This design comes from an exercise in tuning for small area, a short achievable clock period and few clock cycles per item on the open sky130 flow, not from production work. Only simulation tests tie the RTL to the original design; equivalence was not proved. Power and IR drop assume default switching activity.

run 1:
// sliding_window_trend_stats_top
module sliding_window_trend_stats_top (
  input  logic        clk,
  input  logic        rst_n,
  input  logic        in_valid,
  output logic        in_ready,
  input  logic [7:0]  in_sample_temp,
  output logic        out_valid,
  input  logic        out_ready,
  output logic [6:0]  out_fill_count,
  output logic        out_stats_valid,
  output logic [15:0] out_avg_q8,
  output logic [7:0]  out_min_temp,
  output logic [7:0]  out_max_temp,
  output logic signed [16:0] out_slope_q8,
  output logic [15:0] out_pred_q8,
  input  logic        cfg_we,
  input  logic [6:0]  cfg_wdata
);
clock: 11.0 ns
lec_check: 0
cap_margin: 20
core_margin: 2
core_utilization: 55
cts_cluster_diameter: 100
cts_cluster_size: 20
slew_margin: 20
standard.sh (not shown) runs the stock make flow with config.mk's settings and CLKGATE_MAP_FILE= SYNTH_SCRIPT=/design/flow/synth_recipe.tcl, a recipe that flattens the netlist after the stock synthesis.
==> flow/flow/run.sh <==
#!/bin/bash
set -euo pipefail
MARGIN=${SWTS_SETUP_MARGIN:-7.5}
bash standard.sh synth > synth.log 2>&1
bash standard.sh SETUP_SLACK_MARGIN=$MARGIN finish > layout.log 2>&1
Testbench counts of run 1, summed over its fixed seeds: cycles 3,338, items 2,560.
--- input diff run 1..run 2 ---
-- flow/config.mk --
<<< run 1, line 8
export CAP_MARGIN = 20
export CORE_MARGIN = 2
export CORE_UTILIZATION = 55
export CTS_CLUSTER_DIAMETER = 100
export CTS_CLUSTER_SIZE = 20
export SLEW_MARGIN = 20
>>> run 2, line 8
export CAP_MARGIN = 20
export CORE_MARGIN = 2
export CORE_UTILIZATION = 40
export CTS_CLUSTER_DIAMETER = 100
export CTS_CLUSTER_SIZE = 24
export SLEW_MARGIN = 20
--- outcome ---
Run 2 packs its core more loosely than run 1.
Going from run 1 to run 2, the combinational group share of total power was found to have gone down by 1.1 points.
Diff run 1 -> run 2 | final cycle utilization of the critical path | decrease of 0.88 points
Summary of the comparison: placed standard-cell area is higher in run 2, relative to run 1.
Between run 2 and run 1, count of clock-buffer cells in the layout is lower for run 2, run 1 comes in above that.
The global router's overall resource usage of run 2 falls short of that of run 1 by 7.7 points.
Between run 1 and run 2, the count of distinct cell types in the synthesized netlist figures differ only marginally.
Run 2 against run 1: power went down; post-layout minimum cycle time down 0.097 ns.
### run 2 -> run 3
==> flow/flow/run.sh <==
#!/bin/bash
set -euo pipefail
MARGIN=${SWTS_SETUP_MARGIN:-7.2}
bash standard.sh synth > synth.log 2>&1
bash standard.sh SETUP_SLACK_MARGIN=$MARGIN finish > layout.log 2>&1
-- flow/config.mk --
<<< run 2, line 8
export CAP_MARGIN = 20
export CORE_MARGIN = 2
export CORE_UTILIZATION = 40
export CTS_CLUSTER_DIAMETER = 100
export CTS_CLUSTER_SIZE = 24
export SLEW_MARGIN = 20
>>> run 3, line 8
export CAP_MARGIN = 20
export CORE_MARGIN = 2
export CORE_UTILIZATION = 55
export CTS_CLUSTER_DIAMETER = 100
export CTS_CLUSTER_SIZE = 20
export SLEW_MARGIN = 20
==> notes.md <==
As of run 3, post-DP HPWL had risen by a few percent compared to run 2. In the tables for run 3 and run 2, count of clock buffers in the final design reads lower with run 2. From run 2 to run 3, area fraction in compound gates after synthesis did not move at all. Largest net degree at the start of global routing came out higher on run 3 than on run 2. Summary of run 3 over run 2: sequential share of layout area increased 1.3 points; total chip power moved down; fraction of area in multi-input gates did not really move. Comparing run 3 and run 2, the lower global routing met2 resource utilization was measured on run 2.
Edits applied to the flow inputs when going from run 3 to run 4:
==> flow/flow/run.sh <==
#!/bin/bash
set -euo pipefail
MARGIN=${SWTS_SETUP_MARGIN:-7.5}
bash standard.sh synth > synth.log 2>&1
bash standard.sh SETUP_SLACK_MARGIN=$MARGIN finish > layout.log 2>&1
-- flow/config.mk --
<<< run 3, line 8
export CAP_MARGIN = 20
export CORE_MARGIN = 2
export CORE_UTILIZATION = 55
export CTS_CLUSTER_DIAMETER = 100
export CTS_CLUSTER_SIZE = 20
export SLEW_MARGIN = 20
>>> run 4, line 8
export CAP_MARGIN = 20
export CORE_MARGIN = 2
export CORE_UTILIZATION = 40
export SLEW_MARGIN = 20
Results
Looking at count of filler cells inserted in the layout, run 4 sits 12200 above run 3.
Compared with run 3, in run 4 hold slack fell by 0.014 ns; total power rose by about 11%; final cycle utilization of the critical path fell by 0.66 points; final cell area excluding filler cells rose by 6.4%.
Measured against each other, run 4 and run 3 differ in combinational power share, the higher figure coming from run 3.
Lower first-pass GRT wire length goes to run 4 over run 3.
From run 3 to run 4 the numbers moved as follows: power density over the cells rose 4.6%; sequential cell area in the final layout closely matched the old numbers.
In the reports for run 4 and run 3, the larger biggest cell delay along the critical path belongs to run 4.
What run 5 does differently from run 4 at the input level:
-- flow/config.mk --
<<< run 4, line 9
export CORE_MARGIN = 2
export CORE_UTILIZATION = 40
export SLEW_MARGIN = 20
>>> run 5, line 9
export CORE_MARGIN = 2
export CORE_UTILIZATION = 40
export CTS_CLUSTER_DIAMETER = 100
export CTS_CLUSTER_SIZE = 20
export SLEW_MARGIN = 20
Notes after the runs:
Higher logic depth of the worst register-to-register path among run 5 and run 4: run 5
The lower core utilization came out of run 5.
reg -> reg as the critical setup path kind was reported by run 4, and reg -> out by run 5.
Against run 4 as the reference, run 5 delivers a lower wire length of the first global-routing pass.

==> port drivers added, routing unchanged <==
Ports are ideal in the flow. The routed layouts listed here were re-timed in OpenROAD. Step 1, drivers: a clkbuf_16 drives clk and a buf_2 each remaining input, both assumed. Step 2 also shifts input and output timing later by t, the mid clock arrival at the registers, as if the neighbouring blocks saw the same clock. Three values: ideal, step 1, step 2; two values: the first two.
| run | t (ns) | setup WS [ns] | hold slack, ns | clock arrival spread, ns | pins driven straight from the clock port |
|---|---|---|---|---|---|
| run 1 | 0.982 | 7.127 / 7.032 / 6.546 | 0.299 / 0.299 / 0.299 | 0.076 / 0.076 | 1 |
| run 2 | 1.008 | 7.224 / 7.161 / 6.604 | 0.278 / 0.278 / 0.278 | 0.106 / 0.106 | 1 |
| run 3 | 0.986 | 7.154 / 7.154 / 6.528 | 0.292 / 0.292 / 0.292 | 0.064 / 0.065 | 1 |
| run 4 | 1.046 | 7.227 / 7.172 / 6.666 | 0.278 / 0.278 / 0.278 | 0.097 / 0.097 | 1 |
| run 5 | 1.047 | 7.190 / 7.084 / 6.596 | 0.249 / 0.249 / 0.249 | 0.112 / 0.112 | 1 |
After both steps every run listed still meets setup and hold. For run 3, which loses most, drivers alone change the setup slack by 0.000 ns; drivers and shift together by -0.626 ns.
